What follows belongs to an exercise in optimizing a design on an open flow for small area, a short achievable clock period and few clock cycles per item; a production flow would make more cautious choices. The RTL was checked by simulation tests, not by an equivalence proof against the original design.

==> run a: inputs <==
==> flow/design.v <==
`default_nettype none
module startup_ctrl (
    input  logic clk,
    input  logic arst_n,
    output logic core_ready
);
    logic [1:0] cnt;
    always_ff @(posedge clk or negedge arst_n) begin
        if (!arst_n) begin
            cnt        <= '0;
            core_ready <= 1'b0;
        end else if (!core_ready) begin                    
            cnt <= cnt + 1'b1;
            if (cnt == 2'(3 - 1)) begin
                core_ready <= 1'b1;
            end
        end
    end
endmodule
`default_nettype wire
`default_nettype none
module front_end (
    input  logic                       clk,
    input  logic                       arst_n,
    input  logic                       core_ready,
    input  logic                       instr_valid,
    input  logic [16-1:0] instr,
    input  logic                       op_free,
    output logic                       is_valid,
    output logic [25-1:0]         is_instr,
    output logic                       rob_full
);
    localparam int QD = (8 - 2);
    logic [2:0]         wp;
    logic [2:0]         rp;
    logic [2:0]         fcnt;
    logic [2:0]         fcnt_nx;
    logic               accept;
    logic               q_empty;
    logic               is_free;
    logic               direct;
    logic               push;
    logic               pop;
    logic               is_load;
    logic               is_valid_nx;
    logic               op_valid_nx;
    logic [13-1:0] in_q;
    logic [13-1:0] q_head;
    logic [13-1:0] is_q;
    function automatic logic [25-1:0] decode(input logic [13-1:0] q);
        logic [25-1:0] x;
        logic               addi;
        addi          = (q[12:11] == 2'd3);
        x             = '0;
        x[24] = (q[12:11] != 2'd2) && (q[10:8] != 3'd0);
        x[23] = (q[12:11] == 2'd2) && (q[10:8] != 3'd0);
        x[22]  = (q[12:11] == 2'd1);
        x[21:19]   = q[10:8];
        for (int k = 1; k < 8; k++) begin
            x[12 + k - 1] = (q[7:5] == 3'(k));
            x[5 + k - 1]  = !addi && (q[2:0] == 3'(k));
        end
        x[4:0] = addi ? q[4:0] : 5'd0;
        decode = x;
    endfunction
    function automatic logic [2:0] incr(input logic [2:0] p);
        incr = (p == 3'(QD - 1)) ? 3'd0 : p + 3'd1;
    endfunction
    assign accept  = instr_valid & core_ready & ~rob_full;
    assign q_empty = (fcnt == 3'd0);
    assign is_free = ~is_valid | op_free;                  
    assign direct  = is_free & q_empty;
    assign push    = accept & ~direct;
    assign pop     = is_free & ~q_empty;
    assign is_load = (direct & accept) | pop;
    assign in_q[12:11]  = instr[15:14];
    assign in_q[10:8]  = instr[13:11];
    assign in_q[7:5] = instr[10:8];
    assign in_q[4:0]   = (instr[15:14] == 2'd3) ? instr[4:0]
                                                             : {instr[4:3], instr[7:5]};
    res_st #(.DEPTH(QD)) qu_queue (
        .clk(clk),
        .wr_en(push),
        .wr_addr(wp),
        .wr_data(in_q),
        .rd_addr(rp),
        .rd_data(q_head)
    );
    assign is_valid_nx = is_free ? (accept | ~q_empty) : 1'b1;
    assign op_valid_nx = op_free ? is_valid : 1'b1;
    assign fcnt_nx     = fcnt + 3'(push) - 3'(pop);
    always_ff @(posedge clk or negedge arst_n) begin
        if (!arst_n) begin
            wp       <= '0;
            rp       <= '0;
            fcnt     <= '0;
            is_valid <= 1'b0;
            rob_full <= 1'b0;
        end else begin
            if (push) wp <= incr(wp);
            if (pop)  rp <= incr(rp);
            fcnt     <= fcnt_nx;
            is_valid <= is_valid_nx;
            rob_full <= is_valid_nx & op_valid_nx & (fcnt_nx == 3'(QD));
        end
    end
    assign is_q = q_empty ? in_q : q_head;
    always_ff @(posedge clk) begin
        if (is_load) begin
            is_instr <= decode(is_q);
        end
    end
endmodule
`default_nettype wire
`default_nettype none
module res_st #(
    parameter int DEPTH = 8 - 1
) (
    input  logic               clk,
    input  logic               wr_en,
    input  logic [2:0]         wr_addr,
    input  logic [13-1:0] wr_data,
    input  logic [2:0]         rd_addr,
    output logic [13-1:0] rd_data
);
    logic [13-1:0] slots [DEPTH];
    always_ff @(posedge clk) begin
        for (int i = 0; i < DEPTH; i++) begin
            if (wr_en && wr_addr == 3'(i)) begin
                slots[i] <= wr_data;
            end
        end
    end
    always_comb begin
        rd_data = slots[0];
        for (int i = 1; i < DEPTH; i++) begin
            if (rd_addr == 3'(i)) begin
                rd_data = slots[i];
            end
        end
    end
endmodule
`default_nettype wire
`default_nettype none
module rf (
    input  logic                      clk,
    input  logic [8-1:1]  rs1_sel,
    input  logic [8-1:1]  rs2_sel,
    output logic [16-1:0] rs1_data,
    output logic [16-1:0] rs2_data,
    input  logic                      wr_en,
    input  logic                      clr,
    input  logic [2:0]                wr_addr,
    input  logic [16-1:0] wr_data
);
    logic [16-1:0] regs [1:8-1];
    always_ff @(posedge clk) begin
        for (int i = 1; i < 8; i++) begin
            if (clr || (wr_en && wr_addr == 3'(i))) begin
                regs[i] <= wr_data;
            end
        end
    end
    always_comb begin
        rs1_data = '0;
        rs2_data = '0;
        for (int i = 1; i < 8; i++) begin
            rs1_data = rs1_data | (regs[i] & {16{rs1_sel[i]}});
            rs2_data = rs2_data | (regs[i] & {16{rs2_sel[i]}});
        end
    end
endmodule
`default_nettype wire
`default_nettype none
module back_end (
    input  logic                      clk,
    input  logic                      arst_n,
    input  logic                      schedule_en,
    input  logic                      is_valid,
    input  logic [25-1:0]        is_instr,
    output logic                      op_free,
    output logic [8-1:1]  rs1_sel,
    output logic [8-1:1]  rs2_sel,
    input  logic [16-1:0] rs1_data,
    input  logic [16-1:0] rs2_data,
    output logic                      commit_valid,
    output logic [19-1:0]   commit
);
    logic                      credit;
    logic                      fire;
    logic                      load;
    logic                      fwd_a;
    logic                      fwd_b;
    logic                      byp_a;
    logic                      byp_b;
    logic [16-1:0] ld_a;
    logic [16-1:0] ld_b;
    logic                      op_valid;
    logic [16-1:0] a_q;
    logic [16-1:0] b_q;
    logic [2:0]                rd_q;
    logic                      sub_q;
    logic                      sel_x_q;
    logic                      sel_s_q;
    logic [2:0]                c_rd;
    logic [16-1:0] c_val;
    logic [16-1:0] op_a;
    logic [16-1:0] op_b;
    logic [16:0]   sum;
    logic [16-1:0] result;
    assign fire    = op_valid & credit;
    assign op_free = ~op_valid | fire;
    assign load    = op_free & is_valid;
    assign rs1_sel = is_instr[18:12];
    assign rs2_sel = is_instr[11:5];
    assign fwd_a = commit_valid & (c_rd != 3'd0) & rs1_sel[c_rd];
    assign fwd_b = commit_valid & (c_rd != 3'd0) & rs2_sel[c_rd];
    assign byp_a = fire & (rd_q != 3'd0) & rs1_sel[rd_q];
    assign byp_b = fire & (rd_q != 3'd0) & rs2_sel[rd_q];
    assign ld_a  = byp_a ? result : fwd_a ? c_val : rs1_data;
    assign ld_b  = byp_b ? result : (fwd_b ? c_val : rs2_data) | {11'd0, is_instr[4:0]};
    always_ff @(posedge clk or negedge arst_n) begin
        if (!arst_n) begin
            credit       <= 1'b0;
            op_valid     <= 1'b0;
            commit_valid <= 1'b0;
            sel_x_q      <= 1'b0;
            sel_s_q      <= 1'b0;
        end else begin
            credit       <= schedule_en | (credit & ~fire);
            op_valid     <= op_free ? is_valid : 1'b1;
            commit_valid <= fire;
            if (load) begin
                sel_x_q <= is_instr[23];
                sel_s_q <= is_instr[24];
            end
        end
    end
    always_ff @(posedge clk) begin
        if (load) begin
            a_q   <= ld_a;
            b_q   <= ld_b;
            rd_q  <= is_instr[21:19];
            sub_q <= is_instr[22];
        end
    end
    always_comb begin
        op_a   = a_q;
        op_b   = b_q;
        sum    = {op_a, sub_q} + {op_b ^ {16{sub_q}}, sub_q};
        result = ((op_a ^ op_b) & {16{sel_x_q}})
               | (sum[16:1] & {16{sel_s_q}});
    end
    always_ff @(posedge clk) begin
        c_rd  <= rd_q;
        c_val <= result;
    end
    assign commit = {c_rd, c_val};                         
endmodule
`default_nettype wire
`default_nettype none
module qu_core
(
    input  logic                       clk,
    input  logic                       arst_n,
    input  logic                       instr_valid,
    input  logic [16-1:0] instr,
    input  logic                       schedule_en,
    output logic                       core_ready,
    output logic                       rob_full,
    output logic                       commit_valid,
    output logic [19-1:0]    commit
);
    logic                      op_free;
    logic                      is_valid;
    logic [25-1:0]        is_instr;
    logic [8-1:1]  rs1_sel;
    logic [8-1:1]  rs2_sel;
    logic [16-1:0] rs1_data;
    logic [16-1:0] rs2_data;
    startup_ctrl qu_startup_ctrl (
        .clk(clk),
        .arst_n(arst_n),
        .core_ready(core_ready)
    );
    front_end qu_front_end (
        .clk(clk),
        .arst_n(arst_n),
        .core_ready(core_ready),
        .instr_valid(instr_valid),
        .instr(instr),
        .op_free(op_free),
        .is_valid(is_valid),
        .is_instr(is_instr),
        .rob_full(rob_full)
    );
    rf qu_phy_rf (
        .clk(clk),
        .rs1_sel(rs1_sel),
        .rs2_sel(rs2_sel),
        .rs1_data(rs1_data),
        .rs2_data(rs2_data),
        .wr_en(commit_valid),
        .clr(~core_ready),
        .wr_addr(commit[19-1:16]),
        .wr_data(commit[16-1:0])
    );
    back_end qu_back_end (
        .clk(clk),
        .arst_n(arst_n),
        .schedule_en(schedule_en),
        .is_valid(is_valid),
        .is_instr(is_instr),
        .op_free(op_free),
        .rs1_sel(rs1_sel),
        .rs2_sel(rs2_sel),
        .rs1_data(rs1_data),
        .rs2_data(rs2_data),
        .commit_valid(commit_valid),
        .commit(commit)
    );
endmodule
`default_nettype wire
==> flow/run.sh <==
#!/bin/bash
# synth_recipe.tcl (not shown) runs the flow's synth.tcl, then flattens the netlist and writes it again
# the make line also repeats each setting of config.mk as NAME=value (left out here)
make -C /OpenROAD-flow-scripts/flow DESIGN_CONFIG=/design/flow/config.mk WORK_HOME=/design/flow/orfs CLKGATE_MAP_FILE= SYNTH_SCRIPT=/design/flow/synth_recipe.tcl finish
==> flow/config.mk <==
export PLATFORM = sky130hd
export DESIGN_NAME = qu_core
export DESIGN_NICKNAME = qu_core
export VERILOG_FILES = /design/flow/design.v
export SDC_FILE = /design/flow/constraint.sdc
export NUM_CORES = 4
export LEC_CHECK = 0
export ABC_AREA = 1
export CAP_MARGIN = 20
export CORE_MARGIN = 2
export CORE_UTILIZATION = 65
export CTS_CLUSTER_DIAMETER = 70
export CTS_CLUSTER_SIZE = 20
export PLACE_DENSITY = 0.75
export SETUP_SLACK_MARGIN = 3.15
export SLEW_MARGIN = 20
==> flow/constraint.sdc <==
create_clock -name core_clock -period 5.5 [get_ports {clk}]
set_input_delay 1.1000 -clock core_clock [delete_from_list [all_inputs] [get_ports {clk}]]
set_output_delay 1.1000 -clock core_clock [all_outputs]
set_load 0.01 [all_outputs]
==> run b (differences from run a) <==
--- a/flow/design.v
+++ b/flow/design.v
@@ -27,7 +27,8 @@
     input  logic [16-1:0] instr,
     input  logic                       op_free,
     output logic                       is_valid,
-    output logic [25-1:0]         is_instr,
+    output logic [26-1:0]         is_instr,
+    output logic [2:0]                 is_rd,
     output logic                       rob_full
 );
     localparam int QD = (8 - 2);
@@ -47,15 +48,22 @@
     logic [13-1:0] in_q;
     logic [13-1:0] q_head;
     logic [13-1:0] is_q;
-    function automatic logic [25-1:0] decode(input logic [13-1:0] q);
-        logic [25-1:0] x;
+    logic [2:0]         prev_rd;
+    logic [2:0]         prev2_rd;
+    function automatic logic [26-1:0] decode(input logic [13-1:0] q,
+                                                  input logic [2:0] r1,
+                                                  input logic [2:0] r2);
+        logic [26-1:0] x;
         logic               addi;
         addi          = (q[12:11] == 2'd3);
         x             = '0;
-        x[24] = (q[12:11] != 2'd2) && (q[10:8] != 3'd0);
-        x[23] = (q[12:11] == 2'd2) && (q[10:8] != 3'd0);
-        x[22]  = (q[12:11] == 2'd1);
-        x[21:19]   = q[10:8];
+        x[25]  = (r1 != 3'd0) && (q[7:5] == r1);
+        x[24]  = (r2 != 3'd0) && (q[7:5] == r2);
+        x[23]  = !addi && (r1 != 3'd0) && (q[2:0] == r1);
+        x[22]  = !addi && (r2 != 3'd0) && (q[2:0] == r2);
+        x[21] = (q[12:11] != 2'd2) && (q[10:8] != 3'd0);
+        x[20] = (q[12:11] == 2'd2) && (q[10:8] != 3'd0);
+        x[19]  = (q[12:11] == 2'd1);
         for (int k = 1; k < 8; k++) begin
             x[12 + k - 1] = (q[7:5] == 3'(k));
             x[5 + k - 1]  = !addi && (q[2:0] == 3'(k));
@@ -107,7 +115,17 @@
     assign is_q = q_empty ? in_q : q_head;
     always_ff @(posedge clk) begin
         if (is_load) begin
-            is_instr <= decode(is_q);
+            is_instr <= decode(is_q, prev_rd, prev2_rd);
+        end
+    end
+    assign is_rd = prev_rd;
+    always_ff @(posedge clk or negedge arst_n) begin
+        if (!arst_n) begin
+            prev_rd  <= '0;
+            prev2_rd <= '0;
+        end else if (is_load) begin
+            prev_rd  <= is_q[10:8];
+            prev2_rd <= prev_rd;
         end
     end
 endmodule
@@ -177,7 +195,8 @@
     input  logic                      arst_n,
     input  logic                      schedule_en,
     input  logic                      is_valid,
-    input  logic [25-1:0]        is_instr,
+    input  logic [26-1:0]        is_instr,
+    input  logic [2:0]                is_rd,
     output logic                      op_free,
     output logic [8-1:1]  rs1_sel,
     output logic [8-1:1]  rs2_sel,
@@ -213,12 +232,13 @@
     assign load    = op_free & is_valid;
     assign rs1_sel = is_instr[18:12];
     assign rs2_sel = is_instr[11:5];
-    assign fwd_a = commit_valid & (c_rd != 3'd0) & rs1_sel[c_rd];
-    assign fwd_b = commit_valid & (c_rd != 3'd0) & rs2_sel[c_rd];
-    assign byp_a = fire & (rd_q != 3'd0) & rs1_sel[rd_q];
-    assign byp_b = fire & (rd_q != 3'd0) & rs2_sel[rd_q];
+    assign byp_a = op_valid & is_instr[25];
+    assign byp_b = op_valid & is_instr[23];
+    assign fwd_a = commit_valid & (op_valid ? is_instr[24] : is_instr[25]);
+    assign fwd_b = commit_valid & (op_valid ? is_instr[22] : is_instr[23]);
     assign ld_a  = byp_a ? result : fwd_a ? c_val : rs1_data;
-    assign ld_b  = byp_b ? result : (fwd_b ? c_val : rs2_data) | {11'd0, is_instr[4:0]};
+    assign ld_b  = (byp_b ? result : (fwd_b ? c_val : rs2_data) | {11'd0, is_instr[4:0]})
+                 ^ {16{is_instr[19]}};
     always_ff @(posedge clk or negedge arst_n) begin
         if (!arst_n) begin
             credit       <= 1'b0;
@@ -231,8 +251,8 @@
             op_valid     <= op_free ? is_valid : 1'b1;
             commit_valid <= fire;
             if (load) begin
-                sel_x_q <= is_instr[23];
-                sel_s_q <= is_instr[24];
+                sel_x_q <= is_instr[20];
+                sel_s_q <= is_instr[21];
             end
         end
     end
@@ -240,14 +260,14 @@
         if (load) begin
             a_q   <= ld_a;
             b_q   <= ld_b;
-            rd_q  <= is_instr[21:19];
-            sub_q <= is_instr[22];
+            rd_q  <= is_rd;
+            sub_q <= is_instr[19];
         end
     end
     always_comb begin
         op_a   = a_q;
         op_b   = b_q;
-        sum    = {op_a, sub_q} + {op_b ^ {16{sub_q}}, sub_q};
+        sum    = {op_a, sub_q} + {op_b, sub_q};
         result = ((op_a ^ op_b) & {16{sel_x_q}})
                | (sum[16:1] & {16{sel_s_q}});
     end
@@ -273,7 +293,8 @@
 );
     logic                      op_free;
     logic                      is_valid;
-    logic [25-1:0]        is_instr;
+    logic [26-1:0]        is_instr;
+    logic [2:0]                is_rd;
     logic [8-1:1]  rs1_sel;
     logic [8-1:1]  rs2_sel;
     logic [16-1:0] rs1_data;
@@ -292,6 +313,7 @@
         .op_free(op_free),
         .is_valid(is_valid),
         .is_instr(is_instr),
+        .is_rd(is_rd),
         .rob_full(rob_full)
     );
     rf qu_phy_rf (
@@ -311,6 +333,7 @@
         .schedule_en(schedule_en),
         .is_valid(is_valid),
         .is_instr(is_instr),
+        .is_rd(is_rd),
         .op_free(op_free),
         .rs1_sel(rs1_sel),
         .rs2_sel(rs2_sel),
==> flow/flow/run.sh (new file) <==
#!/bin/bash
set -euo pipefail
bash standard.sh cts > standard_cts.log 2>&1
bash standard.sh SETUP_SLACK_MARGIN=3.2 finish > standard_finish.log 2>&1
==> flow/standard.sh (new file) <==
#!/bin/bash
# synth_recipe.tcl (not shown) runs the flow's synth.tcl, then flattens the netlist and writes it again
# the make line also repeats each setting of config.mk as NAME=value (left out here)
make -C /OpenROAD-flow-scripts/flow DESIGN_CONFIG=/design/flow/config.mk WORK_HOME=/design/flow/orfs CLKGATE_MAP_FILE= SYNTH_SCRIPT=/design/flow/synth_recipe.tcl "${@:-finish}"
SETUP_SLACK_MARGIN = 3.4   (was 3.15)
removed: flow/run.sh
==> run c (differences from run a) <==
CORE_UTILIZATION = 52   (was 65)
PLACE_DENSITY = 0.65   (was 0.75)
SETUP_SLACK_MARGIN = 3.3   (was 3.15)
==> flow_results.org <==
** Status
- The run finished with no timing, DRC or antenna violations.

** Clocking
- At the later pin of the worst-skew pair, clock insertion delay measures 0.53 ns.
- Once the clock tree was built, the resizer swapped 154 gates to a different size.

** Cells and area
- In the final layout, flip-flops and latches take up 51.0% of the cell area.

** Route
- Routed met2 length :: 19300 microns
- Via-to-Cell Ratio :: 6.17
- Total number of vias :: 11100
- The detailed router put a total of 13500 microns of wire on met1.

** Global route
- GR Util All Layers :: 32.4%

** Logic synthesis
- After synthesis the cells add up to 0.0139 sq mm.

** STA
- Relative slew slack :: 37.2%
Source of the figures above: run a

==> flow_results.org <==
** Logic synthesis
- Post-Synthesis Cell Area :: 0.0139 sq mm

** STA
- The worst pin sits at a relative slew slack of 36.2%.

** Route
- The routed layout has 11100 vias.
- Via-to-Cell Ratio :: 5.84
- Detailed-route wire length on metal 1 :: 15200 microns
- Summed over all nets, wire length on met2 after detailed routing comes to 20100 microns.

** Global route
- GR Util All Layers :: 27.4%

** Cells and area
- Sequential share of cell area :: 50.0%

** Clocking
- Count of cells resized by post-cts repair :: 217

** Status
- The run finished with no timing, DRC or antenna violations.
Source of the figures above: run c

==> flow_results.org <==
** Status
- Status :: no timing/DRC/antenna violations

** Cells and area
- The clock buffers instantiated in the layout total 29.
- Across the whole layout, storage elements make up 53.6% of the cell area.

** Logic synthesis
- Post-Synthesis Cell Area :: 0.0137 sq mm

** Route
- The routed layout has 10900 vias.
- In the detailed route, the total length drawn on met2 is 19300 microns.
- Via-to-Cell Ratio :: 6.22
- For this block, wires on met1 add up to 13400 microns.

** Clocking
- The later pin in the worst-skew pair is clocked with a latency of 0.52 ns.

** Global route
- GR Util All Layers :: 35.5%

** STA
- Relative slew slack :: 38.2%
Source of the figures above: run b

Testbench counts of run a, summed over its fixed seeds: cycles 16,024, items 16,000.
Testbench counts of run b, summed over its fixed seeds: cycles 16,024, items 16,000.
Testbench counts of run c, summed over its fixed seeds: cycles 16,024, items 16,000.

[re-timing with driven ports]
In the flow no input, the clock included, has a driving cell. The finished layouts below were timed again as built, in two steps. Step 1: set_driving_cell puts a clkbuf_16 on clk and a buf_2 on each other input, an assumption about the parent block. Step 2 times the ports against the registers' clock, not the clock port: input delays grow and output delays shrink by t, the midpoint of the rising clock arrivals with the driver on. Three values: ideal ports, drivers, drivers and shift; two values: the first two.
| run | t, ns | setup WS [ns] | worst hold slack (ns) | worst setup path after step 2 | cell pins on the clock port's net |
|---|---|---|---|---|---|
| run a | 0.563 | 2.880 / 2.880 / 2.673 | 0.408 / 0.408 / 0.408 | input to register | 1 |
| run b | 0.564 | 3.226 / 3.226 / 2.759 | 0.354 / 0.354 / 0.354 | input to register | 1 |
| run c | 0.566 | 2.933 / 2.933 / 2.760 | 0.417 / 0.417 / 0.417 | input to register | 1 |
After both steps setup and hold are still met in every run listed. The setup slack of run b, which loses most, moves by 0.000 ns with the drivers and by -0.467 ns with both steps.
